Context: an optimization exercise on an open-source flow, tuned for small area, a short achievable clock period and few clock cycles. The choices shown serve that exercise and are no tape-out recipe. The RTL was checked by simulation tests, not by an equivalence proof against the original design. Power figures rest on the tool's default switching activity, not on a simulated workload.

Setup of run A:
## icache_nway
module icache_nway #(
    parameter int WAYS = 4,
    parameter int SETS = 8
) (
    input  logic         clk,
    input  logic         rst,
    input  logic         mem_read,
    input  logic [15:0]  mem_address,
    output logic [15:0]  mem_rdata,
    output logic         mem_resp,
    output logic         l2_read,
    output logic [15:0]  l2_address,
    input  logic [127:0] l2_rdata,
    input  logic         l2_resp
    ,
    input  logic         flush
);
    localparam int IW = $clog2(SETS);
    localparam int TW = 12 - IW;
    localparam int WW = $clog2(WAYS);
    localparam int PW = (WAYS == 4) ? 3 : 1;
    logic [SETS-1:0] valid    [WAYS];
    logic [TW-1:0]   tag_arr  [WAYS][SETS];
    logic [127:0]    data_arr [WAYS][SETS];
    logic [PW-1:0]   plru     [SETS];
    logic            fill_st;      
    logic [11:0]     p_line;
    logic [2:0]      p_word;
    logic            p_hit;
    logic [WAYS*SETS-1:0] fill_oh;  
    logic [WW-1:0]   p_way;
    logic [15:0]     p_data;
    logic [WAYS-1:0] p_way_oh;     
    logic [SETS-1:0] a_set_oh;     
    logic [7:0]      a_word_oh;    
    logic [7:0]      f_word_oh;    
    logic            arm_hit;      
    logic            reload;       
    logic            arm_miss;     
    logic            arm_l2;       
    logic [11:0]   in_line;
    logic [2:0]    in_word;
    logic [IW-1:0] p_set, in_set;
    logic          unused_bit;
    assign in_line    = mem_address[15:4];
    assign in_word    = mem_address[3:1];
    assign in_set     = in_line[IW-1:0];
    assign p_set      = p_line[IW-1:0];
    assign unused_bit = mem_address[0];
  ...
Size: about 4600 flip-flops, ~180 I/O pins.
export LEC_CHECK = 0
export CAP_MARGIN = 20
export CORE_MARGIN = 2
export CORE_UTILIZATION = 55
export CTS_BUF_LIST = sky130_fd_sc_hd__clkbuf_16
export CTS_CLUSTER_DIAMETER = 80
export CTS_CLUSTER_SIZE = 24
export SETUP_SLACK_MARGIN = 4.6
export SLEW_MARGIN = 20
export TNS_END_PERCENT = 5
create_clock -name core_clock -period 9.5 [get_ports {clk}]
standard.sh (not shown) runs the stock make flow with config.mk's settings and CLKGATE_MAP_FILE= SYNTH_SCRIPT=/design/flow/synth_recipe.tcl, a recipe that flattens the netlist after the stock synthesis.
==> flow/flow/run.sh <==
#!/bin/bash
# The standard layout (the standard.sh, standard synthesis unchanged), with the ports
# buffered by buf_4 cells instead of the delay cells buffer_ports picks by default, and the
# timing repair after global routing run with 25% slower wire estimates (flow/grt_rc.tcl).
set -euo pipefail
bash standard.sh BUFFER_PORTS_ARGS="-buffer_cell sky130_fd_sc_hd__buf_4" \
    PRE_GLOBAL_ROUTE_TCL="$PWD/flow/grt_rc.tcl" finish > flow_make.log 2>&1
==> flow/flow/grt_rc.tcl <==
# Sourced before global routing: the repair after global routing sees wires 25% slower
# than the platform's estimate, since detailed routing makes the long select and data nets
# slower than global routing estimates them. Later steps use the platform's values again.
set_layer_rc -layer li1 -capacitance [expr {1.25 * 1.499e-04}] -resistance [expr {1.25 * 7.176e-02}]
set_layer_rc -layer met1 -capacitance [expr {1.25 * 1.72375E-04}] -resistance [expr {1.25 * 8.929e-04}]
set_layer_rc -layer met2 -capacitance [expr {1.25 * 1.36233E-04}] -resistance [expr {1.25 * 8.929e-04}]
set_layer_rc -layer met3 -capacitance [expr {1.25 * 2.14962E-04}] -resistance [expr {1.25 * 1.567e-04}]
set_layer_rc -layer met4 -capacitance [expr {1.25 * 1.48128E-04}] -resistance [expr {1.25 * 1.567e-04}]
set_layer_rc -layer met5 -capacitance [expr {1.25 * 1.54087E-04}] -resistance [expr {1.25 * 1.781e-05}]
set_wire_rc -signal -layer met1
set_wire_rc -clock -layer met3
Testbench counts of run A, summed over its fixed seeds: cycles 28,672.
Relative to run A, the following input files were edited for run B:
==> flow/flow/run.sh <==
#!/bin/bash
# The standard layout (the standard.sh, standard synthesis unchanged), with the ports
# buffered by buf_4 cells instead of the delay cells buffer_ports picks by default.
set -euo pipefail
bash standard.sh BUFFER_PORTS_ARGS="-buffer_cell sky130_fd_sc_hd__buf_4" finish > flow_make.log 2>&1
removed: flow/flow/grt_rc.tcl
Notes after the runs:
- Re die boundary width: no difference whatsoever between run A and run B.
- Run B vs. run A: final period utilization went up by 0.30 points.
- Compared run B against run A; first-pass GRT wire length within noise.
- Changes observed in run B relative to run A: power now sits at about the same level, setup slack now sits lower.
Modified inputs, run C compared to run B
- a change of SETUP_SLACK_MARGIN from 4.6 to 4.8
- a change of CORE_UTILIZATION from 55 to 50
==> flow/flow/run.sh <==
#!/bin/bash
# The standard layout (the standard.sh, standard synthesis unchanged), with the ports
# buffered by buf_4 cells instead of the delay cells buffer_ports picks by default, and the
# timing repair after global routing run with 25% slower wire estimates (flow/grt_rc.tcl).
set -euo pipefail
bash standard.sh BUFFER_PORTS_ARGS="-buffer_cell sky130_fd_sc_hd__buf_4" \
    PRE_GLOBAL_ROUTE_TCL="$PWD/flow/grt_rc.tcl" finish > flow_make.log 2>&1
==> flow/flow/grt_rc.tcl (new file) <==
# Sourced before global routing: the repair after global routing sees wires 25% slower
# than the platform's estimate, since detailed routing makes the long select and data nets
# slower than global routing estimates them. Later steps use the platform's values again.
set_layer_rc -layer li1 -capacitance [expr {1.25 * 1.499e-04}] -resistance [expr {1.25 * 7.176e-02}]
set_layer_rc -layer met1 -capacitance [expr {1.25 * 1.72375E-04}] -resistance [expr {1.25 * 8.929e-04}]
set_layer_rc -layer met2 -capacitance [expr {1.25 * 1.36233E-04}] -resistance [expr {1.25 * 8.929e-04}]
set_layer_rc -layer met3 -capacitance [expr {1.25 * 2.14962E-04}] -resistance [expr {1.25 * 1.567e-04}]
set_layer_rc -layer met4 -capacitance [expr {1.25 * 1.48128E-04}] -resistance [expr {1.25 * 1.567e-04}]
set_layer_rc -layer met5 -capacitance [expr {1.25 * 1.54087E-04}] -resistance [expr {1.25 * 1.781e-05}]
set_wire_rc -signal -layer met1
set_wire_rc -clock -layer met3
Notes after the runs:
For the area growth from synthesis to final layout, run C came in 1.1 points higher than run B did.
Run C vs run B, worst slew slack as a fraction of its limit went down by 2.1 points.
When the final numbers for run B and run C were put side by side, the cell count turned out to be smaller in run B.
Relative to run B, the total wirelength of the detailed-routed design of run C is higher by 0.49%.
When run C is set beside run B, its met3 usage turns out to be 0.34 points larger.
Delta (run C minus run B): pin count of the biggest net entering global routing moved down, placer's final routability congestion estimate fell by 0.80%, critical-path maximum fanout now sits lower.

========
The RTL this note starts from:
==> flow/design.v <==
module icache_nway #(
    parameter int WAYS = 4,
    parameter int SETS = 8
) (
    input  logic         clk,
    input  logic         rst,
    input  logic         mem_read,
    input  logic [15:0]  mem_address,
    output logic [15:0]  mem_rdata,
    output logic         mem_resp,
    output logic         l2_read,
    output logic [15:0]  l2_address,
    input  logic [127:0] l2_rdata,
    input  logic         l2_resp
    ,
    input  logic         flush
);
    localparam int IW = $clog2(SETS);
    localparam int TW = 12 - IW;
    localparam int WW = $clog2(WAYS);
    localparam int PW = (WAYS == 4) ? 3 : 1;
    logic [SETS-1:0] valid    [WAYS];
    logic [TW-1:0]   tag_arr  [WAYS][SETS];
    logic [127:0]    data_arr [WAYS][SETS];
    logic [PW-1:0]   plru     [SETS];
    logic            fill_st;      
    logic [11:0]     p_line;
    logic [2:0]      p_word;
    logic            p_hit;
    logic [WAYS*SETS-1:0] fill_oh;  
    logic [WW-1:0]   p_way;
    logic [15:0]     p_data;
    logic [WAYS-1:0] p_way_oh;     
    logic [SETS-1:0] a_set_oh;     
    logic [7:0]      a_word_oh;    
    logic [7:0]      f_word_oh;    
    logic            arm_hit;      
    logic            reload;       
    logic            arm_miss;     
    logic [11:0]   in_line;
    logic [2:0]    in_word;
    logic [IW-1:0] p_set, in_set;
    logic          unused_bit;
    assign in_line    = mem_address[15:4];
    assign in_word    = mem_address[3:1];
    assign in_set     = in_line[IW-1:0];
    assign p_set      = p_line[IW-1:0];
    assign unused_bit = mem_address[0];
    logic [SETS-1:0] in_set_oh;
    logic [WAYS-1:0] in_hit_oh;
    logic            in_hit;
    logic [WW-1:0]   in_way;
    always_comb begin
        for (int s = 0; s < SETS; s++) in_set_oh[s] = (in_set == IW'(s));
        in_way = '0;
        for (int w = 0; w < WAYS; w++) begin
            in_hit_oh[w] = 1'b0;
            for (int s = 0; s < SETS; s++)
                in_hit_oh[w] = in_hit_oh[w]
                             | (in_set_oh[s] && valid[w][s] && tag_arr[w][s] == in_line[11:IW]);
            if (in_hit_oh[w]) in_way = in_way | WW'(w);
        end
        in_hit = |in_hit_oh;
    end
    logic [11:0]     n_line;
    logic [11:0]     nn_line;
    logic [SETS-1:0] n_set_oh;
    logic [TW-1:0]   n_tag;
    logic [WAYS-1:0] n_hit_oh;
    logic [TW-1:0]   tag_arr_n [WAYS];
    logic            n_hit;
    logic [WW-1:0]   n_way;
    assign n_line = p_line + 12'd1;
    always_comb begin
        n_way = '0;
        for (int w = 0; w < WAYS; w++) begin
            n_hit_oh[w] = 1'b0;
            for (int s = 0; s < SETS; s++)
                n_hit_oh[w] = n_hit_oh[w] | (n_set_oh[s] && valid[w][s]);
            n_hit_oh[w] = n_hit_oh[w] && (n_tag == tag_arr_n[w]);
            if (n_hit_oh[w]) n_way = n_way | WW'(w);
        end
        n_hit = |n_hit_oh;
    end
    always_comb begin
        for (int w = 0; w < WAYS; w++) begin
            tag_arr_n[w] = '0;
            for (int s = 0; s < SETS; s++)
                tag_arr_n[w] = tag_arr_n[w] | ({TW{n_set_oh[s]}} & tag_arr[w][s]);
        end
    end
    logic [WW-1:0] victim, plru_way;
    logic [PW-1:0] plru_upd;
    logic [WW-1:0] acc_way;
    logic [2:0]    pc;
    generate
        if (WAYS == 4) begin : g_tree
            assign pc       = plru[p_set];
            assign plru_way = pc[0] ? {1'b1, pc[2]} : {1'b0, pc[1]};
            always_comb begin
                plru_upd    = pc;
                plru_upd[0] = ~acc_way[1];
                if (acc_way[1]) plru_upd[2] = ~acc_way[0];
                else            plru_upd[1] = ~acc_way[0];
            end
        end else begin : g_bit
            assign pc       = '0;
            assign plru_way = plru[p_set];
            assign plru_upd = ~acc_way;
        end
    endgenerate
    always_comb begin
        victim = plru_way;
        for (int w = WAYS - 1; w >= 0; w--) begin
            if (!valid[w][p_set]) victim = WW'(w);
        end
    end
    logic line_eq, word_eq, fast_hit, start_fill, repoint, fill_done, advance, flush_now;
    logic nx_last;
    assign nx_last    = (p_word == 3'd7);
    assign line_eq    = (in_line == p_line);
    assign word_eq    = (in_word == p_word);
    assign fast_hit   = mem_read && arm_hit && line_eq && word_eq;
    assign start_fill = mem_read && arm_miss && line_eq;
    assign repoint    = mem_read && !fill_st && !reload && !(line_eq && (word_eq || arm_miss));
    assign fill_done  = fill_st && l2_resp;
    assign advance    = fast_hit || fill_done;
    assign acc_way    = fill_st ? victim : p_way;
    assign mem_resp   = fast_hit || (mem_read && fill_done);
    assign l2_read    = fill_st || start_fill;
    assign l2_address = {p_line, 4'b0000};
    always_comb begin
        mem_rdata = fill_st ? 16'h0000 : p_data;
        for (int k = 0; k < 8; k++)
            mem_rdata = mem_rdata | ({16{f_word_oh[k]}} & l2_rdata[k*16 +: 16]);
    end
    logic [11:0]   p_line_nx;
    logic [2:0]    p_word_nx;
    logic          p_hit_nx, fill_nx, reload_nx;
    logic [WW-1:0] p_way_nx;
    logic [11:0]   a_line_nx;
    logic [2:0]    a_word_nx;
    always_comb begin
        p_line_nx = p_line;
        p_word_nx = p_word;
        p_hit_nx  = p_hit;
        p_way_nx  = p_way;
        fill_nx   = fill_st;
        reload_nx = 1'b0;
        if (start_fill) begin
            fill_nx   = 1'b1;
            p_word_nx = in_word;
        end
        if (fill_done) fill_nx = 1'b0;
        if (repoint) begin
            p_line_nx = in_line;
            p_word_nx = in_word;
            p_hit_nx  = in_hit;
            p_way_nx  = in_way;
            reload_nx = in_hit && nx_last;
        end else if (advance) begin
            p_word_nx = p_word + 3'd1;
            if (nx_last) begin
                p_line_nx = n_line;
                p_hit_nx  = n_hit;
                p_way_nx  = n_way;
            end else if (fill_done) begin
                p_hit_nx  = 1'b1;
                p_way_nx  = victim;
            end
        end
        if (flush_now) begin
            p_hit_nx  = 1'b0;
            reload_nx = 1'b0;
        end
        {a_line_nx, a_word_nx} = {p_line_nx, p_word_nx} + 15'd1;
        nn_line = p_line_nx + 12'd1;
    end
    logic [SETS-1:0] r_set_oh;
    logic [7:0]      in_word_oh, r_word_oh;
    logic [WAYS-1:0] r_way_oh;
    logic [15:0]     set_word [WAYS][8];
    logic [15:0]     way_word [WAYS];
    logic [15:0]     r_data, f_data, p_data_nx;
    logic            to_next;
    always_comb begin
        for (int k = 0; k < 8; k++) in_word_oh[k] = (in_word == 3'(k));
    end
    assign to_next     = nx_last && !reload;
    assign r_set_oh  = to_next ? a_set_oh : in_set_oh;
    assign r_word_oh = (repoint || reload) ? in_word_oh : a_word_oh;
    assign r_way_oh  = repoint ? in_hit_oh : (to_next ? n_hit_oh : p_way_oh);
    always_comb begin
        r_data = '0;
        f_data = '0;
        for (int w = 0; w < WAYS; w++) begin
            way_word[w] = '0;
            for (int k = 0; k < 8; k++) begin
                set_word[w][k] = '0;
                for (int s = 0; s < SETS; s++)
                    set_word[w][k] = set_word[w][k] | ({16{r_set_oh[s]}} & data_arr[w][s][k*16 +: 16]);
                way_word[w] = way_word[w] | ({16{r_word_oh[k]}} & set_word[w][k]);
            end
            r_data = r_data | ({16{r_way_oh[w]}} & way_word[w]);
        end
        for (int k = 0; k < 8; k++) f_data = f_data | ({16{a_word_oh[k]}} & l2_rdata[k*16 +: 16]);
    end
    assign p_data_nx = (fill_done && !nx_last) ? f_data : r_data;
    always_ff @(posedge clk) begin
        if (repoint || reload || advance) p_data <= p_data_nx;
    end
    logic flush_pend;
    assign flush_now = !fill_st && (flush || flush_pend);
    always_ff @(posedge clk or posedge rst) begin
        if (rst) begin
            flush_pend <= 1'b0;
        end else if (fill_st && flush) begin
            flush_pend <= 1'b1;
        end else if (flush_now) begin
            flush_pend <= 1'b0;
        end
    end
    always_ff @(posedge clk or posedge rst) begin
        if (rst) begin
            fill_st   <= 1'b0;
            p_line    <= '0;
            p_word    <= '0;
            p_hit     <= 1'b0;
            p_way     <= '0;
            p_way_oh  <= WAYS'(1);
            a_set_oh  <= SETS'(1);
            a_word_oh <= 8'b0000_0010;
            f_word_oh <= '0;
            arm_hit   <= 1'b0;
            arm_miss  <= 1'b1;
            reload    <= 1'b0;
            n_set_oh  <= SETS'(2);
            n_tag     <= '0;
            fill_oh   <= '0;
            for (int w = 0; w < WAYS; w++) valid[w] <= '0;
            for (int s = 0; s < SETS; s++) plru[s] <= '0;
        end else begin
            fill_st <= fill_nx;
            p_line  <= p_line_nx;
            p_word  <= p_word_nx;
            p_hit   <= p_hit_nx;
            p_way   <= p_way_nx;
            for (int w = 0; w < WAYS; w++) p_way_oh[w] <= (p_way_nx == WW'(w));
            for (int s = 0; s < SETS; s++) a_set_oh[s] <= (a_line_nx[IW-1:0] == IW'(s));
            for (int k = 0; k < 8; k++) begin
                a_word_oh[k] <= (a_word_nx == 3'(k));
                f_word_oh[k] <= fill_nx && (p_word_nx == 3'(k));
            end
            arm_hit  <= !fill_nx && p_hit_nx && !reload_nx;
            reload   <= reload_nx;
            for (int s = 0; s < SETS; s++) n_set_oh[s] <= (nn_line[IW-1:0] == IW'(s));
            n_tag    <= nn_line[11:IW];
            if (start_fill) begin
                for (int w = 0; w < WAYS; w++)
                    for (int s = 0; s < SETS; s++)
                        fill_oh[w*SETS+s] <= (victim == WW'(w)) && (p_set == IW'(s));
            end else if (fill_done) begin
                fill_oh <= '0;
            end
            arm_miss <= !fill_nx && !p_hit_nx;
            if (fill_done) valid[victim][p_set] <= 1'b1;
            if (advance) plru[p_set] <= plru_upd;
            if (flush_now) begin
                for (int w = 0; w < WAYS; w++) valid[w] <= '0;
                for (int s = 0; s < SETS; s++) plru[s] <= '0;
            end
        end
    end
    always_ff @(posedge clk) begin
        for (int w = 0; w < WAYS; w++)
            for (int s = 0; s < SETS; s++)
                if (fill_oh[w*SETS+s]) begin
                    tag_arr[w][s]  <= p_line[11:IW];
                    data_arr[w][s] <= l2_rdata;
                end
    end
endmodule
clock: 9.5 ns
lec_check: 0
cap_margin: 20
core_margin: 2
core_utilization: 55
cts_buf_list: sky130_fd_sc_hd__clkbuf_16
cts_cluster_diameter: 80
cts_cluster_size: 24
setup_slack_margin: 4.3
slew_margin: 20
run.sh (not shown) runs the stock make flow with config.mk's settings and CLKGATE_MAP_FILE= SYNTH_SCRIPT=/design/flow/synth_recipe.tcl, a recipe that flattens the netlist after the stock synthesis.
Stock flow here: none of the scripts above is used.
Testbench counts at the start, summed over its fixed seeds: cycles 28,672.
Then changed:
Settings changed: CORE_UTILIZATION 55 to 60.
This time the run finished but fails on antenna rules; setup slack degrades by 0.0072 ns; design area is lower by 0.31%; synthesized cell count stays the same; final cell count went down by 2.9%; power decreases by 0.65%; global-route usage went up by 3.1 points; flip-flop and latch count does not change; hold slack gains 0.0065 ns; combinational power is about the same; via count is about the same; area after synthesis stays the same.
Then changed:
Settings changed: CORE_UTILIZATION 60 to 50.
Effect:
- Now the flow went through all stages and came out clean
- wire length goes up by 1.9%
- total power goes up by 0.40%
- worst setup slack gains 0.029 ns
- global-route usage goes down by 6.1 points
- first-iteration DRC count goes down by 7.8%
- clock power hardly moves
- clock skew goes up by 0.043 ns
- via count stays flat
- sequential share of layout area goes down by 0.25 points
- critical path depth goes up by 1

re-timing with driven ports:
The flow's constraints put no driver on any port. The routed layouts listed below were extracted and timed again, unchanged, in two steps.
Step 1: set_driving_cell puts a clkbuf_16 on clk and a buf_2 on each other input, an assumption about the parent block.
Step 2, shift: input delay + t, output delay - t, t = (earliest + latest rising clock arrival at the registers) / 2. This alone moves slack from input paths to output paths.
Three values: ideal, step 1, step 2; two values: the first two.
run	shift t [ns]	setup slack, ns	slew at the worst register clock pin (ns)	worst slew at a driven data input, ns	cell pins on the clock port's net
run A	1.057	4.483 / 4.217 / 3.580	0.10 / 0.10	0.54	1
run B	1.056	4.454 / 4.223 / 3.349	0.10 / 0.10	0.54	1
run C	1.073	4.448 / 4.141 / 3.682	0.10 / 0.10	0.64	1
the first run of note 2	1.055	4.248 / 4.083 / 3.320	0.11 / 0.11	0.40	1
the second run of note 2	1.052	4.240 / 4.076 / 3.257	0.10 / 0.10	0.42	1
the third run of note 2	1.069	4.270 / 4.039 / 3.314	0.10 / 0.10	0.53	1
For run B, which loses most, drivers alone change the setup slack by -0.231 ns; drivers and shift together by -1.105 ns.
